This design comes from an exercise in tuning for small area, a short achievable clock period and few clock cycles per item on the open sky130 flow, not from production work.
In this exercise RTL edits were held to simulation tests only and were not proved equivalent to the original.
Power figures rest on the tool's default switching activity, not on a simulated workload.

$ cat config.mk
export PLATFORM = sky130hd
export DESIGN_NAME = mips_subset_alu_execute
export DESIGN_NICKNAME = mips_subset_alu_execute
export VERILOG_FILES = /design/flow/design.v
export SDC_FILE = /design/flow/constraint.sdc
export NUM_CORES = 4
export LEC_CHECK = 0
export CAP_MARGIN = 20
export CORE_MARGIN = 2
export CORE_UTILIZATION = 40
export PLACE_DENSITY = 0.6
export SLEW_MARGIN = 20
$ cat constraint.sdc
create_clock -name core_clock -period 12.0 [get_ports {clock}]
set_input_delay 2.4000 -clock core_clock [delete_from_list [all_inputs] [get_ports {clock}]]
set_output_delay 2.4000 -clock core_clock [all_outputs]
set_load 0.01 [all_outputs]
$ cat design.v
`timescale 1ns / 1ps
package msae_pkg;
   localparam int unsigned DATA_W = 32;
   localparam int unsigned IDX_FIELD_W = 5;
   localparam logic OPER_EXEC = 1'b0;
   localparam logic OPER_LOAD = 1'b1;
   localparam logic [4:0] OPC_SPECIAL = 5'd0;
   localparam logic [4:0] OPC_ADDI    = 5'd8;
   localparam logic [4:0] OPC_MUL     = 5'd28;
   localparam logic [5:0] FN_SLL  = 6'd0;
   localparam logic [5:0] FN_SRL  = 6'd2;
   localparam logic [5:0] FN_MOVZ = 6'd10;
   localparam logic [5:0] FN_ADD  = 6'd32;
   localparam logic [5:0] FN_SUB  = 6'd34;
   localparam logic [5:0] FN_OR   = 6'd36;
   localparam logic [5:0] FN_AND  = 6'd37;
   typedef struct packed {
      logic [IDX_FIELD_W-1:0] dest;
      logic [DATA_W-1:0]      value;
      logic                   write_req;
      logic                   unknown;
   } alu_result_type;
endpackage
`timescale 1ns / 1ps
module msae_ram #(
   parameter int WIDTH = 32,
   parameter int DEPTH = 32
) (
   input  logic                     clock,
   input  logic                     wr_en,
   input  logic [$clog2(DEPTH)-1:0] wr_addr,
   input  logic [WIDTH-1:0]         wr_data,
   input  logic                     rd_en,
   input  logic [$clog2(DEPTH)-1:0] rd_addr,
   output logic [WIDTH-1:0]         rd_data
);
   logic [WIDTH-1:0] mem_ff [DEPTH];
   logic [WIDTH-1:0] rd_data_ff;
   always_ff @(posedge clock) begin
      if (wr_en) begin
         mem_ff[wr_addr] <= wr_data;
      end
      if (rd_en) begin
         rd_data_ff <= mem_ff[rd_addr];
      end
   end
   assign rd_data = rd_data_ff;
endmodule
`timescale 1ns / 1ps
module msae_alu (
   input  logic                                     operation,
   input  logic [31:0]                              instruction,
   input  logic [msae_pkg::IDX_FIELD_W-1:0]         load_index,
   input  logic [msae_pkg::DATA_W-1:0]              load_data,
   input  logic [msae_pkg::DATA_W-1:0]              opnd_s,
   input  logic [msae_pkg::DATA_W-1:0]              opnd_t,
   input  logic [msae_pkg::DATA_W-1:0]              opnd_d,
   output msae_pkg::alu_result_type                 result
);
   logic [4:0]        opc;
   logic [4:0]        rt;
   logic [4:0]        rd;
   logic [4:0]        sa;
   logic [5:0]        fn;
   logic [msae_pkg::DATA_W-1:0] imm_ext;
   logic [msae_pkg::DATA_W-1:0] product;
   logic              known;
   assign opc     = instruction[30:26];
   assign rt      = instruction[20:16];
   assign rd      = instruction[15:11];
   assign sa      = instruction[10:6];
   assign fn      = instruction[5:0];
   assign imm_ext = {{16{instruction[15]}}, instruction[15:0]};
   assign product = opnd_s * opnd_t;
   always_comb begin
      result = '0;
      known  = 1'b1;
      if (operation == msae_pkg::OPER_LOAD) begin
         result.dest      = load_index;
         result.value     = load_data;
         result.write_req = 1'b1;
      end else begin
         unique case (opc)
            msae_pkg::OPC_SPECIAL: begin
               result.dest = rd;
               unique case (fn)
                  msae_pkg::FN_ADD:  result.value = opnd_s + opnd_t;
                  msae_pkg::FN_SUB:  result.value = opnd_s - opnd_t;
                  msae_pkg::FN_SLL:  result.value = opnd_t << sa;
                  msae_pkg::FN_SRL:  result.value = opnd_t >> sa;
                  msae_pkg::FN_AND:  result.value = opnd_s & opnd_t;
                  msae_pkg::FN_OR:   result.value = opnd_s | opnd_t;
                  msae_pkg::FN_MOVZ: result.value = (opnd_t == '0) ? opnd_s : opnd_d;
                  default: known = 1'b0;
               endcase
            end
            msae_pkg::OPC_ADDI: begin
               result.dest  = rt;
               result.value = opnd_s + imm_ext;
            end
            msae_pkg::OPC_MUL: begin
               result.dest  = rd;
               result.value = product;
            end
            default: known = 1'b0;
         endcase
         if (known) begin
            result.write_req = 1'b1;
         end else begin
            result.dest    = '0;
            result.value   = '0;
            result.unknown = 1'b1;
         end
      end
   end
endmodule
`timescale 1ns / 1ps
module mips_subset_alu_execute #(
   parameter int REG_COUNT = 32
) (
   input  logic                                    clock,
   input  logic                                    reset,
   input  logic                                    req_valid,
   output logic                                    req_ready,
   input  logic                                    req_operation,
   input  logic [31:0]                             req_instruction,
   input  logic [msae_pkg::IDX_FIELD_W-1:0]        req_load_index,
   input  logic signed [msae_pkg::DATA_W-1:0]      req_load_data,
   output logic                                    rsp_valid,
   input  logic                                    rsp_ready,
   output logic [msae_pkg::IDX_FIELD_W-1:0]        rsp_dest_index,
   output logic signed [msae_pkg::DATA_W-1:0]      rsp_result_value,
   output logic                                    rsp_wrote,
   output logic                                    rsp_unknown_op
);
   localparam int ADDR_W = $clog2(REG_COUNT);
   localparam logic [msae_pkg::IDX_FIELD_W:0] REG_LIMIT = REG_COUNT;
   function automatic logic in_range(input logic [msae_pkg::IDX_FIELD_W-1:0] idx);
      in_range = ({1'b0, idx} < REG_LIMIT);
   endfunction
   logic                   req_xfer;
   logic                   s1_adv;
   logic                   out_free;
   logic                   s1_valid_ff;
   logic                   s1_operation_ff;
   logic [31:0]            s1_instruction_ff;
   logic [msae_pkg::IDX_FIELD_W-1:0] s1_load_index_ff;
   logic [msae_pkg::DATA_W-1:0]      s1_load_data_ff;
   logic                   rs_ok_ff;
   logic                   rt_ok_ff;
   logic                   rd_ok_ff;
   logic [REG_COUNT-1:0]   valid_ff;
   logic [REG_COUNT-1:0]   valid_in;
   logic                   byp_valid_ff;
   logic [msae_pkg::IDX_FIELD_W-1:0] byp_addr_ff;
   logic [msae_pkg::DATA_W-1:0]      byp_data_ff;
   logic                   rsp_valid_ff;
   logic [msae_pkg::IDX_FIELD_W-1:0] rsp_dest_ff;
   logic [msae_pkg::DATA_W-1:0]      rsp_value_ff;
   logic                   rsp_wrote_ff;
   logic                   rsp_unknown_ff;
   logic [msae_pkg::IDX_FIELD_W-1:0] req_rs;
   logic [msae_pkg::IDX_FIELD_W-1:0] req_rt;
   logic [msae_pkg::IDX_FIELD_W-1:0] req_rd;
   logic [msae_pkg::IDX_FIELD_W-1:0] s1_rs;
   logic [msae_pkg::IDX_FIELD_W-1:0] s1_rt;
   logic [msae_pkg::IDX_FIELD_W-1:0] s1_rd;
   logic [msae_pkg::DATA_W-1:0]      q_s;
   logic [msae_pkg::DATA_W-1:0]      q_t;
   logic [msae_pkg::DATA_W-1:0]      q_d;
   logic [msae_pkg::DATA_W-1:0]      opnd_s;
   logic [msae_pkg::DATA_W-1:0]      opnd_t;
   logic [msae_pkg::DATA_W-1:0]      opnd_d;
   msae_pkg::alu_result_type         alu_res;
   logic                   wr_en;
   logic [ADDR_W-1:0]      wr_addr;
   assign out_free  = !rsp_valid_ff || rsp_ready;
   assign s1_adv    = s1_valid_ff && out_free;
   assign req_ready = !s1_valid_ff || out_free;
   assign req_xfer  = req_valid && req_ready;
   assign req_rs = req_instruction[25:21];
   assign req_rt = req_instruction[20:16];
   assign req_rd = req_instruction[15:11];
   assign s1_rs  = s1_instruction_ff[25:21];
   assign s1_rt  = s1_instruction_ff[20:16];
   assign s1_rd  = s1_instruction_ff[15:11];
   assign wr_en   = s1_adv && alu_res.write_req && in_range(alu_res.dest);
   assign wr_addr = alu_res.dest[ADDR_W-1:0];
   msae_ram #(.WIDTH(msae_pkg::DATA_W), .DEPTH(REG_COUNT)) u_ram_s (
      .clock   (clock),
      .wr_en   (wr_en),
      .wr_addr (wr_addr),
      .wr_data (alu_res.value),
      .rd_en   (req_xfer),
      .rd_addr (req_rs[ADDR_W-1:0]),
      .rd_data (q_s)
   );
   msae_ram #(.WIDTH(msae_pkg::DATA_W), .DEPTH(REG_COUNT)) u_ram_t (
      .clock   (clock),
      .wr_en   (wr_en),
      .wr_addr (wr_addr),
      .wr_data (alu_res.value),
      .rd_en   (req_xfer),
      .rd_addr (req_rt[ADDR_W-1:0]),
      .rd_data (q_t)
   );
   msae_ram #(.WIDTH(msae_pkg::DATA_W), .DEPTH(REG_COUNT)) u_ram_d (
      .clock   (clock),
      .wr_en   (wr_en),
      .wr_addr (wr_addr),
      .wr_data (alu_res.value),
      .rd_en   (req_xfer),
      .rd_addr (req_rd[ADDR_W-1:0]),
      .rd_data (q_d)
   );
   always_comb begin
      opnd_s = rs_ok_ff ? q_s : '0;
      opnd_t = rt_ok_ff ? q_t : '0;
      opnd_d = rd_ok_ff ? q_d : '0;
      if (byp_valid_ff && byp_addr_ff == s1_rs) begin
         opnd_s = byp_data_ff;
      end
      if (byp_valid_ff && byp_addr_ff == s1_rt) begin
         opnd_t = byp_data_ff;
      end
      if (byp_valid_ff && byp_addr_ff == s1_rd) begin
         opnd_d = byp_data_ff;
      end
   end
   msae_alu u_alu (
      .operation   (s1_operation_ff),
      .instruction (s1_instruction_ff),
      .load_index  (s1_load_index_ff),
      .load_data   (s1_load_data_ff),
      .opnd_s      (opnd_s),
      .opnd_t      (opnd_t),
      .opnd_d      (opnd_d),
      .result      (alu_res)
   );
   always_comb begin
      valid_in = valid_ff;
      if (wr_en) begin
         valid_in[wr_addr] = 1'b1;
      end
   end
   always_ff @(posedge clock) begin
      if (reset) begin
         s1_valid_ff  <= 1'b0;
         rsp_valid_ff <= 1'b0;
         valid_ff     <= '0;
         byp_valid_ff <= 1'b0;
      end else begin
         valid_ff <= valid_in;
         if (req_xfer) begin
            s1_valid_ff <= 1'b1;
         end else if (s1_adv) begin
            s1_valid_ff <= 1'b0;
         end
         if (s1_adv) begin
            rsp_valid_ff <= 1'b1;
         end else if (rsp_ready) begin
            rsp_valid_ff <= 1'b0;
         end
         if (wr_en) begin
            byp_valid_ff <= 1'b1;
         end
      end
   end
   always_ff @(posedge clock) begin
      if (req_xfer) begin
         s1_operation_ff   <= req_operation;
         s1_instruction_ff <= req_instruction;
         s1_load_index_ff  <= req_load_index;
         s1_load_data_ff   <= $unsigned(req_load_data);
         rs_ok_ff <= in_range(req_rs) && valid_in[req_rs[ADDR_W-1:0]];
         rt_ok_ff <= in_range(req_rt) && valid_in[req_rt[ADDR_W-1:0]];
         rd_ok_ff <= in_range(req_rd) && valid_in[req_rd[ADDR_W-1:0]];
      end
      if (wr_en) begin
         byp_addr_ff <= alu_res.dest;
         byp_data_ff <= alu_res.value;
      end
      if (s1_adv) begin
         rsp_dest_ff    <= alu_res.dest;
         rsp_value_ff   <= alu_res.value;
         rsp_wrote_ff   <= wr_en;
         rsp_unknown_ff <= alu_res.unknown;
      end
   end
   assign rsp_valid        = rsp_valid_ff;
   assign rsp_dest_index   = rsp_dest_ff;
   assign rsp_result_value = $signed(rsp_value_ff);
   assign rsp_wrote        = rsp_wrote_ff;
   assign rsp_unknown_op   = rsp_unknown_ff;
endmodule
$ cat run.sh
#!/bin/bash
# synth_recipe.tcl (not shown) runs the flow's synth.tcl, then flattens the netlist and writes it again
# the make line also repeats each setting of config.mk as NAME=value (left out here)
make -C /OpenROAD-flow-scripts/flow DESIGN_CONFIG=/design/flow/config.mk WORK_HOME=/design/flow/orfs CLKGATE_MAP_FILE= SYNTH_SCRIPT=/design/flow/synth_recipe.tcl finish
==> results.py <==
metrics = {
    "final_layout": {
        "regArea_mm2": 0.03878,
        "final_area_mm2": 0.1018,
        "syn_to_final_growth_pct": 11.85,
        "multi_input_area_mm2": 0.04920,
        "drive_gt1_frac": 0.2775,
        "fin_nets": 7031,
        "instances_no_fill": 9484,
        "fillers": 20031,
    },
    "synthesis": {
        "synthFlopType": "edfxtp_1",
        "netlist_instances": 6294,
        "post-synth-top-count-cell": "edfxtp_1",
        "syn_area_mm2": 0.09100,
        "yosysTopAreaCellShare": 0.4184,
        "synth_nets": 6970,
        "ys_types": 99,
        "synth_common_cells": "edfxtp_1, mux4_2, nor2_1",
        "yosys_warnings": 3,
        "synth.avg_cell_area_um2": 14.46,
        "synth_top_cell_by_area": "edfxtp_1",
        "ys_ff_latch": 1303,
        "synth_edf_count": 1268,
        "postSynth.asyncResetShare": 0,
        "ys_top_cells_by_area": "edfxtp_1, mux4_2, fa_1",
        "yosysSeqAreaShare": 0.4261,
    },
    "floorplan": {
        "dieArea_mm2": 0.2313,
        "core.rowCount": 175,
        "fp.coreArea_mm2": 0.2268,
        "initial_core_util": 0.4012,
        "die_w_um": 481.0,
        "io_pins": 115,
        "die_h_um": 481.0,
    },
    "detailed_routing": {
        "ant_nets": 0,
        "wl_per_cell_um": 38.26,
        "first_pass_iters": 6,
        "wl_um": 362900,
        "drc": 0,
        "avgViaCountPerCell": 6.671,
        "vias": 63266,
        "drtIter0Drc": 8633,
    },
    "sta": {
        "finalCritPeriodShare": 0.9293,
        "max_freq_mhz": 89.67,
        "hold_viol": 0,
        "worst_slack_ns": 0.8484,
        "clock-skew-final_ns": 0.05252,
        "rsz0062_at_grt": "false",
        "tightest_slew_ns": 1.298,
        "finalCriticalPeriod_ns": 11.15,
        "setup_viol": 0,
        "relSlewSlack": 0.1341,
        "drv_slew": 0,
        "setup_tns_ns": 0,
    },
    "worst_setup_path": {
        "critPathSlowestCell": "nor2_2",
        "critPathMostFrequentCell": "fa_1",
        "cp.arrival_ns": 11.71,
        "crit_type": "reg2reg",
        "slowest_delay_ns": 0.90,
        "critPathLaunchType": "flop",
        "crit_required_ns": 12.56,
        "crit_fanout": 19,
        "endpoint_kind": "flop",
    },
    "grt": {
        "grt.total_usage": 0.3132,
        "grt_max_degree": 126,
        "overflow": 0,
        "grt_pass1_vias": 63343,
        "grt_pass1_wl_um": 502500,
        "antenna_found_initial": 21,
    },
    "clock_network": {
        "cts_made_buffers": 144,
        "cts_resized": 0,
        "cts_hold_buf": 0,
        "cts_tree": "done",
        "clk_latency_ns": 0.84,
        "h-tree-depth": 4,
        "clock-root-buffer": "clkbuf_16",
        "cts.path.max_buffers": 3,
        "cts_setup_buffers": 0,
        "clk_pin_slew_ns": 0.06,
        "cts_sinks": 1303,
    },
    "place": {
        "place_congestion": 1.020,
        "placed_area_mm2": 0.09688,
        "dp_hpwl_um": 238800,
        "dp_slack_ns": 1.029,
        "placed_cells": 9215,
        "port_buffers": 113,
    },
    "power_and_ir_drop": {
        "power_leakage_nw": 35.03,
        "p_per_area_mw_per_mm2": 131.9,
        "peakVddDrop_uv": 149.3,
        "p_total_mw": 13.43,
    },
    "hold_path": {
        "hold_class": "reg2reg",
    },
    "job": {
        "maxCapViolations": 0,
    },
    "run_status": {
        "status": "no timing/DRC/antenna violations",
    },
}
## sequential cells by signal (all words and copies together) (netlist names), 5 cells and up
register and count:
byp_addr_ff 5, byp_data_ff 32, rsp_dest_ff 5, rsp_value_ff 32, s1_instruction_ff 31, s1_load_data_ff 32, s1_load_index_ff 5, u_ram_d.rd_data_ff 32
u_ram_s.mem_ff 1024, u_ram_s.rd_data_ff 32, u_ram_t.rd_data_ff 32, valid_ff 32
## per-stage QoR
step / hold WS (ns) / util
after floorplan: 0.4406 / -
after global placement: 0.4626 / 0.4271
after detailed placement: 0.4691 / 0.4271
after CTS: 0.4828 / 0.4485
after global routing: 0.5145 / 0.4487
final: 0.4873 / 0.4487
## layout make-up
| cell class | instances | share of cell area |
|---|---|---|
| multi-input cells | 4064 | 0.4833 |
| clock inverters | 90 | 0.01068 |
| diodes | 6 | 0.0001475 |
| flip-flops and latches | 1303 | 0.3810 |
| inverters | 451 | 0.01666 |
| repair buffers | 391 | 0.03426 |
| clock buffers | 170 | 0.03697 |
| well taps | 3009 | 0.03699 |
## cells by family after synthesis
family | count (synthesis) | synth area share
compound gates | 820 | 0.06087
flops | 1303 | 0.4261
mux | 1204 | 0.2779
xor+xnor | 153 | 0.01699
fa+ha+maj | 611 | 0.1176
buf+inv | 927 | 0.03872
simple gates | 1276 | 0.06183
## cell usage in the layout, fill, tap and decap left out, drive strengths merged, types with 57 or more instances in the layout
master	n
buf	291
mux2	120
nand3	122
nor2	533
a21oi	238
ha	192
clkinv	81
nand2	374
o21ai	101
clkdlybuf4s50	98
xnor2	99
o211ai	73
and2	58
inv	442
fa	410
edfxtp	1268
mux4	1046
clkbuf	172
a21o	57
## worst max-delay path: cells and delay by family, from the launching register on
family,cells,cell delay [ns]
AO/OA/AOI/OAI,10,3.22
XOR/XNOR,1,0.26
adder cells (fa/ha/maj),9,4.15
buffers and inverters,8,0.82
flip-flops,1,0.48
multiplexers,1,0.19
AND/OR/NAND/NOR,4,1.72
## power by group
| group | internal [mW] | switching, mW | leakage [nW] | total [mW] |
|---|---|---|---|---|
| clock network | 2.60 | 1.96 | 2.36 | 4.56 |
| registers | 5.11 | 0.0804 | 11.9 | 5.19 |
| logic | 1.40 | 2.28 | 20.8 | 3.68 |
## final timing paths
path	startpoint	to	slack, ns	depth (start not counted)
worst max-delay path	s1_instruction_ff[17]	u_ram_s.mem_ff[12][30]	0.85	33
worst min-delay path	valid_ff[9]	valid_ff[9]	0.49	2
worst max register to register	s1_instruction_ff[17]	u_ram_s.mem_ff[12][30]	0.85	33
worst min register to register	valid_ff[9]	valid_ff[9]	0.49	2
## layer usage
metal	up-vias	global-route usage	wire [um]
li1	24724	-	-
met1	33533	0.4037	133200
met2	4068	0.4943	168800
met3	919	0.06730	36490
met4	22	0.1732	24280
met5	-	0	150
Testbench counts, summed over its fixed seeds: cycles 32,016, items 32,000.

==> separate check: timing with driven ports <==
No port has a modelled driver above. Below, the same layout with a new extraction and two added sets of constraints.
Step 1, drivers: a clkbuf_16 drives clock and a buf_2 each remaining input, both assumed.
Step 2 adds t to the input delays and takes it off the output delays; t is the mean of the earliest and latest rising clock arrival at the registers after step 1. Input paths then give back, and output paths get back, about the clock's delay inside the block.
Three values: no drivers, after step 1, after step 2; two values: the first two.
t (ns): 0.901
setup WS [ns]: 0.848 / 0.848 / 0.848
worst register clock-pin slew, ns: 0.07 / 0.07
After both steps setup and hold are still met in this run. For this run, drivers alone change the setup slack by 0.000 ns; drivers and shift together by 0.000 ns.
